Source: an optimization exercise on an open RTL-to-GDS flow (aim: a short achievable clock period and few clock cycles). Production flows keep margins and buffers that such runs may drop.
The RTL was checked by simulation tests, not by an equivalence proof against the original design.
Power is estimated from default activity; no workload was simulated.

==> v24 <==
Design sodor_core, start of the top module:
module sodor_core (
    input  logic               clk,
    input  logic               reset,
    input  logic [31:0]        imem_data_i,
    output logic [31:0]        pc_o,
    output logic               retire_valid_o,
    output logic [31:0]        retire_pc_o,
    output logic               retire_is_branch_o,
    output logic               retire_taken_o,
    output logic               retire_writes_rd_o,
    output logic [4:0]         retire_rd_o,
    output logic [31:0]        retire_data_o
);
export LEC_CHECK = 0
export ABC_CLOCK_PERIOD_IN_PS = 2500
export CAP_MARGIN = 20
export CORE_MARGIN = 2
export CORE_UTILIZATION = 40
export GPL_TIMING_DRIVEN = 1
export SETUP_SLACK_MARGIN = 3.3
export SLEW_MARGIN = 20
create_clock -name core_clock -period 6.0 [get_ports {clk}]
run.sh (not shown) runs the stock make flow with config.mk's settings and CLKGATE_MAP_FILE= SYNTH_SCRIPT=/design/flow/synth_recipe.tcl, a recipe that flattens the netlist after the stock synthesis.
==> v30: changes against v24 <==
--- a/flow/design.v
+++ b/flow/design.v
@@ -347,88 +347,61 @@
 `timescale 1ns/1ps
 `default_nettype none
 module branch_unit (
     input  logic             valid_i,
     input  logic             is_branch_i,
     input  logic             pred_i,
     input  logic [2:0]       funct3_i,
-    input  logic             eq_i,
-    input  logic             lt_i,
-    input  logic             ltu_i,
+    input  sodor_pkg::word_t op_a_i,
+    input  sodor_pkg::word_t op_b_i,
     input  sodor_pkg::word_t pc_i,
     input  sodor_pkg::word_t pc4_i,
     input  logic [12:0]      br_off_i,
     output logic             taken_o,
     output sodor_pkg::word_t target_o,
     output logic             mispredict_o,
     output sodor_pkg::word_t redirect_pc_o
 );
     logic        cond;
-    logic [13:0] tgt_lo;
-    logic [18:0] tgt_hi;
-    function automatic logic [13:0] add13(input logic [12:0] a, input logic [12:0] b);
-        logic [12:0] p0;
-        logic [12:0] g;
-        logic [12:0] p;
-        logic [13:0] s;
-        p0 = a ^ b;
-        g  = a & b;
-        p  = p0;
-        for (int d = 1; d < 13; d = d * 2) begin
-            for (int i = 12; i >= d; i--) begin
-                g[i] = g[i] | (p[i] & g[i-d]);
-                p[i] = p[i] & p[i-d];
-            end
-        end
-        s[0] = p0[0];
-        for (int i = 1; i < 13; i++) begin
-            s[i] = p0[i] ^ g[i-1];
-        end
-        s[13] = g[12];
-        add13 = s;
-    endfunction
-    function automatic logic [18:0] inc19(input logic [18:0] a);
-        logic [18:0] r;
-        for (int i = 0; i < 19; i++) begin
-            r[i] = a[i] ^ ((i == 0) ? 1'b1 : &(a | ~((19'd1 << i) - 19'd1)));
-        end
-        inc19 = r;
-    endfunction
-    function automatic logic [18:0] dec19(input logic [18:0] a);
-        logic [18:0] r;
-        for (int i = 0; i < 19; i++) begin
-            r[i] = a[i] ^ ((i == 0) ? 1'b1 : &(~a | ~((19'd1 << i) - 19'd1)));
-        end
-        dec19 = r;
-    endfunction
+    logic        eq;
+    logic        lt;
+    logic        ltu;
+    assign eq  = (op_a_i == op_b_i);
+    assign ltu = (op_a_i < op_b_i);
+    assign lt  = ($signed(op_a_i) < $signed(op_b_i));
     always_comb begin
         case (funct3_i)
-            3'b000:  cond = eq_i;
-            3'b001:  cond = !eq_i;
-            3'b100:  cond = lt_i;
-            3'b101:  cond = !lt_i;
-            3'b110:  cond = ltu_i;
-            3'b111:  cond = !ltu_i;
+            3'b000:  cond = eq;
+            3'b001:  cond = !eq;
+            3'b100:  cond = lt;
+            3'b101:  cond = !lt;
+            3'b110:  cond = ltu;
+            3'b111:  cond = !ltu;
             default: cond = 1'b0;
         endcase
     end
-    assign tgt_lo = add13(pc_i[12:0], br_off_i);
-    always_comb begin
-        case ({br_off_i[12], tgt_lo[13]})
-            2'b01:   tgt_hi = inc19(pc_i[31:13]);
-            2'b10:   tgt_hi = dec19(pc_i[31:13]);
-            default: tgt_hi = pc_i[31:13];
-        endcase
-    end
-    assign target_o = {tgt_hi, tgt_lo[12:0]};
+    pc_adder u_pc_adder (
+        .pc_i     (pc_i),
+        .off_i    (br_off_i),
+        .target_o (target_o)
+    );
     assign taken_o       = valid_i && is_branch_i && cond;
     assign mispredict_o  = valid_i && (is_branch_i ? (cond != pred_i) : pred_i);
     assign redirect_pc_o = pred_i ? pc4_i : target_o;
 endmodule
 `default_nettype wire
+`default_nettype none
+module pc_adder (
+    input  sodor_pkg::word_t pc_i,
+    input  logic [12:0]      off_i,
+    output sodor_pkg::word_t target_o
+);
+    assign target_o = pc_i + {{19{off_i[12]}}, off_i};
+endmodule
+`default_nettype wire
 `timescale 1ns/1ps
 `default_nettype none
 module writeback_stage (
     input  logic                 clk,
     input  logic                 reset,
     input  logic                 x_valid_i,
     input  sodor_pkg::word_t     x_pc_i,
@@ -554,17 +527,16 @@
         .ltu_o    (ltu)
     );
     branch_unit u_branch_unit (
         .valid_i       (x_valid),
         .is_branch_i   (x_is_branch),
         .pred_i        (x_pred),
         .funct3_i      (x_funct3),
-        .eq_i          (eq),
-        .lt_i          (lt),
-        .ltu_i         (ltu),
+        .op_a_i        (x_op_a),
+        .op_b_i        (x_op_b),
         .pc_i          (x_pc),
         .pc4_i         (x_pc4),
         .br_off_i      (x_br_off),
         .taken_o       (taken),
         .target_o      (target),
         .mispredict_o  (mispredict),
         .redirect_pc_o (redirect_pc)
--- a/flow/config.mk
+++ b/flow/config.mk
@@ -8,7 +8,8 @@
 export ABC_CLOCK_PERIOD_IN_PS = 2500
 export CAP_MARGIN = 20
 export CORE_MARGIN = 2
 export CORE_UTILIZATION = 40
 export GPL_TIMING_DRIVEN = 1
 export SETUP_SLACK_MARGIN = 3.3
 export SLEW_MARGIN = 20
+export SYNTH_HIERARCHICAL = 1
==> run notes <==
----------------------------------------------------
[Run status]
  Result of the run ... complete, no violations

[Layout]
  Post-layout instance area ... 120000 sq um
  Share of the final layout cell area in sequential cells ... 44.8%
  Most frequent cells in the layout ... 1544 x edfxtp_1, 557 x buf_4, 468 x mux4_2, 344 x nor2_1, 327 x buf_6

[Clock tree]
  TritonCTS Buffers ... 202
  Worst-skew pair later-pin latency ... 0.89 ns

[Worst setup path]
  Critical path launch point ... u_front_end.x_pc4_q[1]

[Yosys]
  Number of synthesized register bits ... 1903
  Post-synthesis sequential area ratio ... 58.7%
  Adder and majority cell fraction of the synthesized area ... 1.73%

[Floorplanning]
  Die W ... 481 microns
  Number of well-tap cells placed ... 3009
  Standard-cell rows ... 175
  Height of the die ... 481 microns

[Drt]
  Total vias in the final route ... 67600
  Met3 WL post-DR ... 36100 microns

[Global routing]
  Number of antenna violations at the first check in global routing ... 9

[Place]
  Routability congestion estimate ... 0.999

[STA]
  FMAX ... 200 MHz

----------------------------------------------------
[end of results for v24]
==> run notes <==
----------------------------------------------------
[Place]
  Routability congestion estimate ... 1.00

[Floorplanning]
  Height of the die ... 492 microns
  Die W ... 492 microns
  Number of well-tap cells placed ... 3167
  Standard-cell rows ... 179

[Layout]
  Share of the final layout cell area in sequential cells ... 45.3%
  Most frequent cells in the layout ... 1544 x edfxtp_1, 573 x buf_4, 403 x mux4_2, 390 x mux2i_1, 317 x xnor2_1

[Worst setup path]
  Critical path launch point ... u_front_end.x_op_a_q[15]

[Drt]
  Met3 WL post-DR ... 47200 microns
  Total vias in the final route ... 70400

[Clock tree]
  Worst-skew pair later-pin latency ... 0.90 ns
  TritonCTS Buffers ... 205

[STA]
  FMAX ... 283 MHz

[Run status]
  Result of the run ... complete, no violations

----------------------------------------------------
[end of results for v30]
Testbench counts of v24, summed over its fixed seeds: cycles 33,514.
Testbench counts of v30, summed over its fixed seeds: cycles 33,514.

========
==> run Z: inputs <==
sodor_core, a different RTL version from the one above (not shown whole).
// sodor_core
module sodor_core (
    input  logic               clk,
    input  logic               reset,
    input  logic [31:0]        imem_data_i,
    output logic [31:0]        pc_o,
    output logic               retire_valid_o,
    output logic [31:0]        retire_pc_o,
    output logic               retire_is_branch_o,
    output logic               retire_taken_o,
    output logic               retire_writes_rd_o,
    output logic [4:0]         retire_rd_o,
    output logic [31:0]        retire_data_o
);
export LEC_CHECK = 0
export ABC_CLOCK_PERIOD_IN_PS = 2500
export CAP_MARGIN = 20
export CORE_MARGIN = 2
export CORE_UTILIZATION = 50
export GPL_TIMING_DRIVEN = 1
export SETUP_SLACK_MARGIN = 3.5
export SLEW_MARGIN = 20
export SYNTH_HIERARCHICAL = 1
create_clock -name core_clock -period 6.0 [get_ports {clk}]
==> run E: changes against run Z <==
--- a/flow/design.v
+++ b/flow/design.v
@@ -48,13 +48,13 @@
 `default_nettype none
 module front_end (
     input  logic                 clk,
     input  logic                 reset,
     input  sodor_pkg::inst_t     imem_data_i,
     output sodor_pkg::word_t     pc_o,
-    input  logic                 mispredict_i,
+    input  logic                 refetch_i,
     input  sodor_pkg::word_t     redirect_pc_i,
     input  logic                 x_taken_i,
     input  sodor_pkg::word_t     alu_sum_i,
     input  sodor_pkg::word_t     alu_diff_i,
     input  sodor_pkg::word_t     alu_other_i,
     input  sodor_pkg::word_t     alu_sll_i,
@@ -84,13 +84,15 @@
     output logic                 x_sra_o,
     output sodor_pkg::alu_sel_t  x_sel_o,
     output sodor_pkg::word_t     x_op_a_o,
     output sodor_pkg::word_t     x_op_b_o,
     output logic [4:0]           x_shamt_o,
     output sodor_pkg::word_t     x_cmp_a_o,
-    output sodor_pkg::word_t     x_cmp_b_o
+    output sodor_pkg::word_t     x_cmp_b_o,
+    output sodor_pkg::word_t     x_add_a_o,
+    output sodor_pkg::word_t     x_add_b_o
 );
     sodor_pkg::word_t     pc_q;
     sodor_pkg::word_t     pc_pred_q;
     sodor_pkg::word_t     pc_redir_q;
     logic                 redir_q;
     sodor_pkg::inst_t     inst;
@@ -196,13 +198,13 @@
                               : {inc30(pc_pred_q[31:2]), pc_pred_q[1:0]};
     assign next_pc  = pred_taken ? pred_target : pc_plus4;
     assign x_valid  = x_valid_q && !redir_q;
     assign x_wr     = x_wr_q && !redir_q;
     always_ff @(posedge clk) begin
         pc_pred_q <= next_pc;
-        redir_q   <= reset || mispredict_i;
+        redir_q   <= refetch_i;
         if (reset) begin
             pc_redir_q <= sodor_pkg::RESET_PC;
         end else begin
             pc_redir_q <= redirect_pc_i;
         end
     end
@@ -293,49 +295,52 @@
         x_sel_q       <= sel;
         x_op_a_q      <= op_a;
         x_op_b_q      <= op_b;
     end
     pc_port u_pc_port0 (
         .clk          (clk),
-        .reset        (reset),
-        .mispredict_i (mispredict_i),
+        .refetch_i    (refetch_i),
         .pc_redir_i   (pc_redir_q[7:0]),
         .pc_pred_i    (pc_pred_q[7:0]),
         .pc_o         (pc_o[7:0])
     );
     pc_port u_pc_port1 (
         .clk          (clk),
-        .reset        (reset),
-        .mispredict_i (mispredict_i),
+        .refetch_i    (refetch_i),
         .pc_redir_i   (pc_redir_q[15:8]),
         .pc_pred_i    (pc_pred_q[15:8]),
         .pc_o         (pc_o[15:8])
     );
     pc_port u_pc_port2 (
         .clk          (clk),
-        .reset        (reset),
-        .mispredict_i (mispredict_i),
+        .refetch_i    (refetch_i),
         .pc_redir_i   (pc_redir_q[23:16]),
         .pc_pred_i    (pc_pred_q[23:16]),
         .pc_o         (pc_o[23:16])
     );
     pc_port u_pc_port3 (
         .clk          (clk),
-        .reset        (reset),
-        .mispredict_i (mispredict_i),
+        .refetch_i    (refetch_i),
         .pc_redir_i   (pc_redir_q[31:24]),
         .pc_pred_i    (pc_pred_q[31:24]),
         .pc_o         (pc_o[31:24])
     );
     operand_copy u_cmp_copy (
         .clk (clk),
         .a_i (op_a),
         .b_i (op_b),
         .a_o (x_cmp_a_o),
         .b_o (x_cmp_b_o)
     );
+    operand_copy u_add_copy (
+        .clk (clk),
+        .a_i (op_a),
+        .b_i (op_b),
+        .a_o (x_add_a_o),
+        .b_o (x_add_b_o)
+    );
     shamt_reg u_shamt_reg (
         .clk     (clk),
         .d_i     (op_b[4:0]),
         .q_o     (x_shamt_o)
     );
     assign x_valid_o     = x_valid;
@@ -458,13 +463,12 @@
 );
     logic [12:0] p0;
     logic [12:0] g;
     logic [12:0] p;
     logic [13:0] lo;
     logic [18:0] hi;
-    logic [18:0] hi_inc;
     logic [18:0] hi_dec;
     always_comb begin
         p0 = pc_i[12:0] ^ off_i;
         g  = pc_i[12:0] & off_i;
         p  = p0;
         for (int d = 1; d < 13; d = d * 2) begin
@@ -476,24 +480,17 @@
         lo[0] = p0[0];
         for (int i = 1; i < 13; i++) begin
             lo[i] = p0[i] ^ g[i-1];
         end
         lo[13] = g[12];
     end
-    pc_hi_incdec u_incdec (
+    pc_hi_dec u_dec (
         .hi_i  (pc_i[31:13]),
-        .inc_o (hi_inc),
         .dec_o (hi_dec)
     );
-    always_comb begin
-        case ({off_i[12], lo[13]})
-            2'b01:   hi = hi_inc;
-            2'b10:   hi = hi_dec;
-            default: hi = pc_i[31:13];
-        endcase
-    end
+    assign hi = lo[13] ? pc_i[31:13] : hi_dec;
     assign target_o = {hi, lo[12:0]};
 endmodule
 `default_nettype wire
 `default_nettype none
 module bypass_mux (
     input  logic             sel_sum_i,
@@ -514,18 +511,16 @@
     assign y_o = ({32{sel_sum_i}} & sum_i) | ({32{sel_diff_i}} & diff_i)
                | ({32{sel_sll_i}} & sll_i) | ({32{sel_sr_i}} & sr_i) | rest_i
                | {31'd0, (sel_lt_i & lt_i) | (sel_ltu_i & ltu_i)};
 endmodule
 `default_nettype wire
 `default_nettype none
-module pc_hi_incdec (
+module pc_hi_dec (
     input  logic [18:0] hi_i,
-    output logic [18:0] inc_o,
     output logic [18:0] dec_o
 );
-    assign inc_o = hi_i + 19'd1;
     assign dec_o = hi_i - 19'd1;
 endmodule
 `default_nettype wire
 `default_nettype none
 module shamt_reg (
     input  logic       clk,
@@ -539,21 +534,20 @@
     assign q_o = q;
 endmodule
 `default_nettype wire
 `default_nettype none
 module pc_port (
     input  logic             clk,
-    input  logic             reset,
-    input  logic             mispredict_i,
+    input  logic             refetch_i,
     input  logic [7:0]       pc_redir_i,
     input  logic [7:0]       pc_pred_i,
     output logic [7:0]       pc_o
 );
     logic sel_q;
     always_ff @(posedge clk) begin
-        sel_q <= reset || mispredict_i;
+        sel_q <= refetch_i;
     end
     assign pc_o = sel_q ? pc_redir_i : pc_pred_i;
 endmodule
 `default_nettype wire
 `default_nettype none
 module operand_copy (
@@ -575,12 +569,14 @@
 `default_nettype wire
 `timescale 1ns/1ps
 `default_nettype none
 module alu_unit (
     input  sodor_pkg::word_t    op_a_i,
     input  sodor_pkg::word_t    op_b_i,
+    input  sodor_pkg::word_t    add_a_i,   
+    input  sodor_pkg::word_t    add_b_i,   
     input  logic [4:0]          shamt_i,   
     input  logic                sra_i,
     input  sodor_pkg::alu_sel_t sel_i,
     output sodor_pkg::word_t    sum_o,
     output sodor_pkg::word_t    diff_o,
     output sodor_pkg::word_t    sll_o,
@@ -590,19 +586,19 @@
     sodor_pkg::word_t other;
     sodor_pkg::word_t sum;
     sodor_pkg::word_t diff;
     sodor_pkg::word_t sll_res;
     sodor_pkg::word_t sr_res;
     alu_adder u_add (
-        .a_i (op_a_i),
-        .b_i (op_b_i),
+        .a_i (add_a_i),
+        .b_i (add_b_i),
         .y_o (sum)
     );
     alu_subtractor u_sub (
-        .a_i (op_a_i),
-        .b_i (op_b_i),
+        .a_i (add_a_i),
+        .b_i (add_b_i),
         .y_o (diff)
     );
     alu_shifter u_shift (
         .a_i     (op_a_i),
         .shamt_i (shamt_i),
         .sra_i   (sra_i),
@@ -666,27 +662,29 @@
     input  logic             ltu_i,
     input  sodor_pkg::word_t pc_i,
     input  sodor_pkg::word_t pc4_i,
     input  logic [12:0]      br_off_i,
     output logic             taken_o,
     output sodor_pkg::word_t target_o,
-    output logic             mispredict_o,
+    input  logic             reset,
+    output logic             refetch_o,
     output sodor_pkg::word_t redirect_pc_o
 );
     pc_adder u_pc_adder (
         .pc_i     (pc_i),
         .off_i    (br_off_i),
         .target_o (target_o)
     );
     assign taken_o = valid_i && !squash_i && ((k_eq_i  && (eq_i  ^ inv_i)) ||
                                  (k_lt_i  && (lt_i  ^ inv_i)) ||
                                  (k_ltu_i && (ltu_i ^ inv_i)));
-    assign mispredict_o = valid_i && !squash_i && ((k_eq_i  && (eq_i  ^ flip_i)) ||
-                                      (k_lt_i  && (lt_i  ^ flip_i)) ||
-                                      (k_ltu_i && (ltu_i ^ flip_i)) ||
-                                      pred_never_i);
+    assign refetch_o = reset || (valid_i && !squash_i &&
+                                 ((k_eq_i  && (eq_i  ^ flip_i)) ||
+                                  (k_lt_i  && (lt_i  ^ flip_i)) ||
+                                  (k_ltu_i && (ltu_i ^ flip_i)) ||
+                                  pred_never_i));
     assign redirect_pc_o = pred_i ? pc4_i : target_o;
 endmodule
 `default_nettype wire
 `default_nettype none
 module pc_adder (
     input  sodor_pkg::word_t pc_i,
@@ -888,28 +886,30 @@
     sodor_pkg::word_t     alu_other;
     sodor_pkg::word_t     alu_sll;
     sodor_pkg::word_t     alu_sr;
     logic [4:0]           x_shamt;
     sodor_pkg::word_t     x_cmp_a;
     sodor_pkg::word_t     x_cmp_b;
+    sodor_pkg::word_t     x_add_a;
+    sodor_pkg::word_t     x_add_b;
     logic                 eq;
     logic                 lt;
     logic                 ltu;
     logic                 taken;
     sodor_pkg::word_t     target;
-    logic                 mispredict;
+    logic                 refetch;
     sodor_pkg::word_t     redirect_pc;
     logic                 w_wr;
     sodor_pkg::reg_addr_t w_rd;
     sodor_pkg::word_t     w_data;
     front_end u_front_end (
         .clk           (clk),
         .reset         (reset),
         .imem_data_i   (imem_data_i),
         .pc_o          (pc_o),
-        .mispredict_i  (mispredict),
+        .refetch_i     (refetch),
         .redirect_pc_i (redirect_pc),
         .x_taken_i     (taken),
         .alu_sum_i     (alu_sum),
         .alu_diff_i    (alu_diff),
         .alu_other_i   (alu_other),
         .alu_sll_i     (alu_sll),
@@ -939,17 +939,21 @@
         .x_sra_o       (x_sra),
         .x_sel_o       (x_sel),
         .x_op_a_o      (x_op_a),
         .x_op_b_o      (x_op_b),
         .x_shamt_o     (x_shamt),
         .x_cmp_a_o     (x_cmp_a),
-        .x_cmp_b_o     (x_cmp_b)
+        .x_cmp_b_o     (x_cmp_b),
+        .x_add_a_o     (x_add_a),
+        .x_add_b_o     (x_add_b)
     );
     alu_unit u_alu_unit (
         .op_a_i   (x_op_a),
         .op_b_i   (x_op_b),
+        .add_a_i  (x_add_a),
+        .add_b_i  (x_add_b),
         .shamt_i  (x_shamt),
         .sra_i    (x_sra),
         .sel_i    (x_sel),
         .sum_o    (alu_sum),
         .diff_o   (alu_diff),
         .sll_o    (alu_sll),
@@ -978,13 +982,14 @@
         .ltu_i         (ltu),
         .pc_i          (x_pc),
         .pc4_i         (x_pc4),
         .br_off_i      (x_br_off),
         .taken_o       (taken),
         .target_o      (target),
-        .mispredict_o  (mispredict),
+        .reset         (reset),
+        .refetch_o     (refetch),
         .redirect_pc_o (redirect_pc)
     );
     writeback_stage u_writeback_stage (
         .clk           (clk),
         .reset         (reset),
         .x_valid_i     (x_valid),
CORE_UTILIZATION = 45   (was 50)
==> out/qor.csv <==
metric;value;unit
synth_fa_ha_area_frac;0.0339;
r2r_start;u_front_end.u_shamt_reg.q[4];
final-nonclk-buf-share;0.113;
p_int;28.8;mW
switching_share;0.335;
clk_share;0.0557;
status;finished clean;
power;43.4;mW
(the above is from run Z)
==> out/qor.csv <==
metric;value;unit
status;finished clean;
switching_share;0.327;
clk_share;0.0562;
p_int;29.6;mW
final-nonclk-buf-share;0.105;
r2r_start;u_front_end.u_shamt_reg.q[0];
synth_fa_ha_area_frac;0.0330;
synth_xor_xnor_area_share;0.0514;
yosysUniqueCellTypes;130;
(the above is from run E)
Testbench counts of run Z, summed over its fixed seeds: cycles 33,114.
Testbench counts of run E, summed over its fixed seeds: cycles 33,114.

[what the ideal ports hide]
In the flow no input, the clock included, has a driving cell. The finished layouts below were timed again as built, in two steps. Step 1 assumes that a clkbuf_16 drives the clock port and a buf_2 every other input. Step 2 also shifts input and output timing later by t, the mid clock arrival at the registers, as if the neighbouring blocks saw the same clock. Three values: ideal ports, drivers, drivers and shift; two values: the first two.
| run | t, ns | slack for setup (ns) | worst setup path after step 2 | latest minus earliest clock arrival (ns) | worst register clock-pin slew, ns |
|---|---|---|---|---|---|
| v24 | 0.950 | 0.992 / 0.992 / 0.992 | register to register | 0.077 / 0.077 | 0.08 / 0.08 |
| v30 | 0.956 | 2.471 / 2.471 / 1.768 | input to register | 0.097 / 0.097 | 0.07 / 0.07 |
| run Z | 0.939 | 2.872 / 2.712 / 1.773 | input to register | 0.090 / 0.090 | 0.07 / 0.07 |
| run E | 0.949 | 2.890 / 2.643 / 1.694 | input to register | 0.044 / 0.044 | 0.07 / 0.07 |
After both steps every run listed still meets setup and hold. For run E, which loses most, drivers alone change the setup slack by -0.247 ns; drivers and shift together by -1.196 ns.
